Background: an optimization exercise with open tools, aiming at small area and a short achievable clock period. Do not read the settings as production practice.
Where RTL was checked, it was by simulation tests only, not by an equivalence proof against the original.
The flow treats the clock pin as an ideal source. Dropping or thinning the clock tree relies on that and would not hold on a real chip.
Power is estimated from default activity; no workload was simulated.

==> flow/design.v <==
module pio_ram_emu_responder (
  input  logic       clk,
  input  logic       rst_n,
  input  logic [1:0] rx_pins,
  output logic [1:0] tx_pins,
  output logic       busy,
  output logic       protocol_err
);
  logic        st_rd_q, st_wr_q;   
  logic [3:0]  cnt_q;              
  logic [7:0]  addr_q;             
  logic [15:0] data_q;             
  logic [1:0]  tx_q;
  logic        busy_q, err_q;
  logic        wr_last_q;          
  logic        c3_q;               
  logic        c46_q;              
  logic        hold_q;             
  logic [15:0] ring [0:15][0:15];  
  logic [3:0]  t_q;                
  logic [3:0]  apos_q;             
  logic        pv_q;               
  logic [15:0] pdn_q;              
  logic [3:0]  pa_q;               
  logic [3:0]  pring_q;            
  logic [3:0]  dpos_q;             
  logic        clq_q;              
  logic        cq_q;               
  logic [31:0] wclr_q, wset_q;     
  logic [15:0] rsel_q;             
  logic [3:0]  psel_q;             
  logic [15:0] y_q [0:3];          
  logic        rh_q;               
  logic [1:0]  nu_q;               
  logic [1:0]  w_q;                
  logic        al_q;               
  logic        got_q;              
  logic        hitd_q;             
  wire in_frame = st_rd_q | st_wr_q;
  wire idle     = ~in_frame;
  logic [15:0] port_in [0:3];
  logic [15:0] port_val;
  always_comb begin
    for (int p = 0; p < 4; p++) begin
      port_in[p] = '0;
      for (int r = 0; r < 16; r++) port_in[p] = port_in[p] | ({16{rsel_q[r]}} & ring[r][4*p]);
    end
    port_val = '0;
    for (int p = 0; p < 4; p++) port_val = port_val | ({16{psel_q[p]}} & y_q[p]);
  end
  always_ff @(posedge clk) begin
    t_q <= t_q + 4'd1;
    for (int r = 0; r < 16; r++)
      for (int p = 0; p < 16; p++) begin
        if (p == 15 || p == 7)
          ring[r][p] <= ~(ring[r][p-1] | {16{wclr_q[2*r + (p == 7)]}});
        else if (p == 0 || p == 8)
          ring[r][p] <= ~((pdn_q & {16{wset_q[2*r + (p == 8)]}}) | ring[r][(p + 15) % 16]);
        else
          ring[r][p] <= ring[r][p-1];
      end
  end
  always_ff @(posedge clk) begin
    dpos_q <= dpos_q + 4'd1;
    clq_q  <= pv_q & ~clq_q & ~cq_q & (dpos_q[2:0] == 3'd5);
    cq_q   <= clq_q;
    wset_q <= wclr_q;
    for (int i = 0; i < 32; i++)
      wclr_q[i] <= pv_q & ~clq_q & ~cq_q & (dpos_q[2:0] == 3'd5) & ({pring_q, ~dpos_q[3]} == 5'(i));
    if (cq_q) pv_q <= 1'b0;
    if (wr_last_q) begin
      if (rst_n) begin
        pdn_q   <= ~{data_q[13:0], rx_pins};
        pa_q    <= addr_q[3:0];
        pring_q <= addr_q[7:4];
        pv_q    <= 1'b1;
      end
      dpos_q <= apos_q + 4'd1;
    end
  end
  always_ff @(posedge clk) begin
    if (in_frame) begin
      case (cnt_q)
        4'd0: addr_q[7:6] <= rx_pins;
        4'd1: addr_q[5:4] <= rx_pins;
        4'd2: addr_q[3:2] <= rx_pins;
        4'd3: addr_q[1:0] <= rx_pins;
        default: ;
      endcase
    end
    begin
      logic [3:0] pos_k [0:3];
      logic [3:0] port_k [0:3];
      logic [1:0] pn;
      for (int k = 0; k < 4; k++) begin
        logic [3:0] s;
        s = {addr_q[3:2], 2'(k)} + t_q;
        pos_k[k] = s + 4'd1;
        for (int p = 0; p < 4; p++) port_k[k][p] = (s[3:2] == 2'(p));
      end
      if (cnt_q == 4'd3) apos_q <= pos_k[rx_pins];
      else               apos_q <= apos_q + 4'd1;
      pn = rx_pins + w_q;                                  
      case (cnt_q)
        4'd2:    for (int p = 0; p < 4; p++) psel_q[p] <= (pn == 2'(p));
        4'd3:    psel_q <= port_k[rx_pins];
        default: for (int p = 0; p < 4; p++) psel_q[p] <= (apos_q[3:2] == 2'(p));
      endcase
    end
    for (int r = 0; r < 16; r++)
      rsel_q[r] <= (((cnt_q == 4'd1) ? {addr_q[7:6], rx_pins} : addr_q[7:4]) == 4'(r));
    for (int p = 0; p < 4; p++) y_q[p] <= port_in[p];
    rh_q <= rsel_q[pring_q];
    nu_q <= -t_q[1:0];
    w_q  <= t_q[3:2] + 2'd1;
    al_q <= (((cnt_q == 4'd3) ? rx_pins : addr_q[1:0]) + t_q[1:0]) == 2'd0;
    if (c3_q) begin
      data_q <= port_val;
      got_q  <= (rx_pins == nu_q);
      hitd_q <= rh_q & (pa_q == {addr_q[3:2], rx_pins});
    end else if (c46_q) begin
      if (got_q ? hitd_q : al_q) data_q <= (got_q | hitd_q) ? ~pdn_q : port_val;
    end else if (!hold_q) begin
      data_q <= {data_q[13:0], rx_pins};
    end
  end
  always_ff @(posedge clk) begin
    if (!rst_n) begin
      st_rd_q   <= 1'b0;
      st_wr_q   <= 1'b0;
      cnt_q     <= '0;
      tx_q      <= 2'b00;
      busy_q    <= 1'b0;
      err_q     <= 1'b0;
      wr_last_q <= 1'b0;
      c3_q      <= 1'b0;
      c46_q     <= 1'b0;
      hold_q    <= 1'b0;
    end else begin
      tx_q      <= 2'b00;
      wr_last_q <= st_wr_q & (cnt_q == 4'd10);
      c3_q      <= st_rd_q & (cnt_q == 4'd2);
      c46_q     <= st_rd_q & (cnt_q >= 4'd3) & (cnt_q <= 4'd5);
      hold_q    <= st_rd_q ? (cnt_q <= 4'd5) : (idle & (rx_pins == 2'b01));
      if (idle) begin
        cnt_q   <= '0;
        st_rd_q <= (rx_pins == 2'b01);
        st_wr_q <= (rx_pins == 2'b10);
        busy_q  <= (rx_pins == 2'b01) | (rx_pins == 2'b10);
        if (rx_pins == 2'b11) err_q <= 1'b1;
      end else begin
        cnt_q <= cnt_q + 4'd1;
        if (wr_last_q) begin
          st_wr_q <= 1'b0;
          busy_q  <= 1'b0;
        end
        if (st_rd_q) begin
          if (cnt_q >= 4'd4 && rx_pins != 2'b00) err_q <= 1'b1;
          if (cnt_q == 4'd6) tx_q <= 2'b01;
          if (cnt_q >= 4'd7 && cnt_q <= 4'd14) tx_q <= data_q[15:14];
          if (cnt_q == 4'd15) begin
            st_rd_q <= 1'b0;
            busy_q  <= 1'b0;
          end
        end
      end
    end
  end
  assign tx_pins      = tx_q;
  assign busy         = busy_q;
  assign protocol_err = err_q;
endmodule
Settings: LEC_CHECK=0, CAP_MARGIN=20, CORE_MARGIN=2, CORE_UTILIZATION=72, SETUP_SLACK_MARGIN=2.4, SLEW_MARGIN=20; clock period 4.0 ns.
standard.sh (not shown) runs the stock make flow with config.mk's settings and CLKGATE_MAP_FILE= SYNTH_SCRIPT=/design/flow/synth_recipe.tcl, a recipe that flattens the netlist after the stock synthesis.
==> flow/flow/run.sh <==
#!/bin/bash
# ORFS's standard layout, with its clock tree built by flow/mytree.tcl instead of TritonCTS.
set -euo pipefail
here=$(pwd)
export PRE_CTS_TCL="$here/flow/pre_cts.tcl"
bash standard.sh > "$here/standard_flow.log" 2>&1
Other scripts of this flow, unchanged in this note and not shown: flow/flow/mytree.tcl, flow/flow/pre_cts.tcl
Edit:
--- a/flow/design.v
+++ b/flow/design.v
@@ -30,14 +30,26 @@
   logic [15:0] rsel_q;             
   logic [3:0]  psel_q;             
   logic [15:0] y_q [0:3];          
   logic        rh_q;               
   logic [1:0]  nu_q;               
-  logic [1:0]  w_q;                
+  logic [3:0]  woh_q;              
+  logic [1:0]  mt_q;               
+  logic [1:0]  lk_q [0:3];         
+  logic [1:0]  xk_q [0:3];         
+  logic [1:0]  yk_q [0:3];         
   logic        al_q;               
   logic        got_q;              
   logic        hitd_q;             
+  function automatic logic [1:0] add2(input logic [1:0] a, input logic [1:0] b);
+    case ({a, b})
+      4'b0000, 4'b0111, 4'b1010, 4'b1101: add2 = 2'd0;
+      4'b0001, 4'b0100, 4'b1011, 4'b1110: add2 = 2'd1;
+      4'b0010, 4'b0101, 4'b1000, 4'b1111: add2 = 2'd2;
+      default:                            add2 = 2'd3;
+    endcase
+  endfunction
   wire in_frame = st_rd_q | st_wr_q;
   wire idle     = ~in_frame;
   logic [15:0] port_in [0:3];
   logic [15:0] port_val;
   always_comb begin
@@ -89,33 +101,39 @@
       endcase
     end
     begin
       logic [3:0] pos_k [0:3];
       logic [3:0] port_k [0:3];
-      logic [1:0] pn;
+      logic [3:0] cand [0:3];
       for (int k = 0; k < 4; k++) begin
-        logic [3:0] s;
-        s = {addr_q[3:2], 2'(k)} + t_q;
-        pos_k[k] = s + 4'd1;
-        for (int p = 0; p < 4; p++) port_k[k][p] = (s[3:2] == 2'(p));
+        pos_k[k] = {add2(addr_q[3:2], xk_q[k]), lk_q[k]};
+        for (int p = 0; p < 4; p++) port_k[k][p] = (add2(addr_q[3:2], yk_q[k]) == 2'(p));
       end
       if (cnt_q == 4'd3) apos_q <= pos_k[rx_pins];
       else               apos_q <= apos_q + 4'd1;
-      pn = rx_pins + w_q;                                  
-      case (cnt_q)
-        4'd2:    for (int p = 0; p < 4; p++) psel_q[p] <= (pn == 2'(p));
-        4'd3:    psel_q <= port_k[rx_pins];
-        default: for (int p = 0; p < 4; p++) psel_q[p] <= (apos_q[3:2] == 2'(p));
-      endcase
+      for (int k = 0; k < 4; k++)
+        cand[k] = (cnt_q == 4'd2) ? {woh_q[(3 - k) % 4], woh_q[(6 - k) % 4], woh_q[(5 - k) % 4], woh_q[(4 - k) % 4]}
+                                  : port_k[k];
+      if (cnt_q == 4'd2 || cnt_q == 4'd3) psel_q <= cand[rx_pins];
+      else for (int p = 0; p < 4; p++) psel_q[p] <= (apos_q[3:2] == 2'(p));
     end
     for (int r = 0; r < 16; r++)
       rsel_q[r] <= (((cnt_q == 4'd1) ? {addr_q[7:6], rx_pins} : addr_q[7:4]) == 4'(r));
     for (int p = 0; p < 4; p++) y_q[p] <= port_in[p];
     rh_q <= rsel_q[pring_q];
     nu_q <= -t_q[1:0];
-    w_q  <= t_q[3:2] + 2'd1;
-    al_q <= (((cnt_q == 4'd3) ? rx_pins : addr_q[1:0]) + t_q[1:0]) == 2'd0;
+    for (int p = 0; p < 4; p++) woh_q[p] <= ((t_q[3:2] + 2'd1) == 2'(p));
+    mt_q <= -(t_q[1:0] + 2'd1);
+    for (int k = 0; k < 4; k++) begin
+      logic [3:0] a, b;
+      a = 4'(k) + t_q + 4'd2;    
+      b = 4'(k) + t_q + 4'd1;    
+      lk_q[k] <= a[1:0];
+      xk_q[k] <= a[3:2];
+      yk_q[k] <= b[3:2];
+    end
+    al_q <= (((cnt_q == 4'd3) ? rx_pins : addr_q[1:0]) == mt_q);
     if (c3_q) begin
       data_q <= port_val;
       got_q  <= (rx_pins == nu_q);
       hitd_q <= rh_q & (pa_q == {addr_q[3:2], rx_pins});
     end else if (c46_q) begin
After rerunning:
- hold slack degrades by 0.0037 ns
- wire length goes up slightly
- power goes up slightly
- worst setup slack improves by 0.14 ns
- maximum frequency goes up by a little under a tenth
- cell area goes up slightly
- flip-flop and latch count goes up by 19
- die area goes up slightly
- clock power stays flat
- final cell count goes up by a few percent
For the first run of this note, only the layout was checked, not whether the RTL still works. In every run of this note, the design's own scripts or RTL, not TritonCTS, make the clock network.

## what the ideal ports hide
Ports are ideal in the flow. The routed layouts listed here were re-timed in OpenROAD. Step 1: set_driving_cell puts a clkbuf_16 on clk and a buf_2 on each other input, an assumption about the parent block. Step 2 times the ports against the registers' clock, not the clock port: input delays grow and output delays shrink by t, the midpoint of the rising clock arrivals with the driver on. Slacks: ideal ports / drivers / drivers and shift; pairs: ideal ports / drivers.
| run | t, ns | slack for setup (ns) | clock arrival spread, ns | slew at the worst register clock pin (ns) | worst data-port slew with drivers (ns) |
|---|---|---|---|---|---|
| the first run | 0.651 | 2.033 / 2.033 / 1.708 | 0.048 / 0.047 | 0.10 / 0.10 | 0.05 |
| the second run | 0.645 | 2.176 / 2.055 / 1.911 | 0.037 / 0.038 | 0.10 / 0.10 | 0.08 |
After both steps every run listed still meets setup and hold. The setup slack of the first run, which loses most, moves by 0.000 ns with the drivers and by -0.325 ns with both steps.
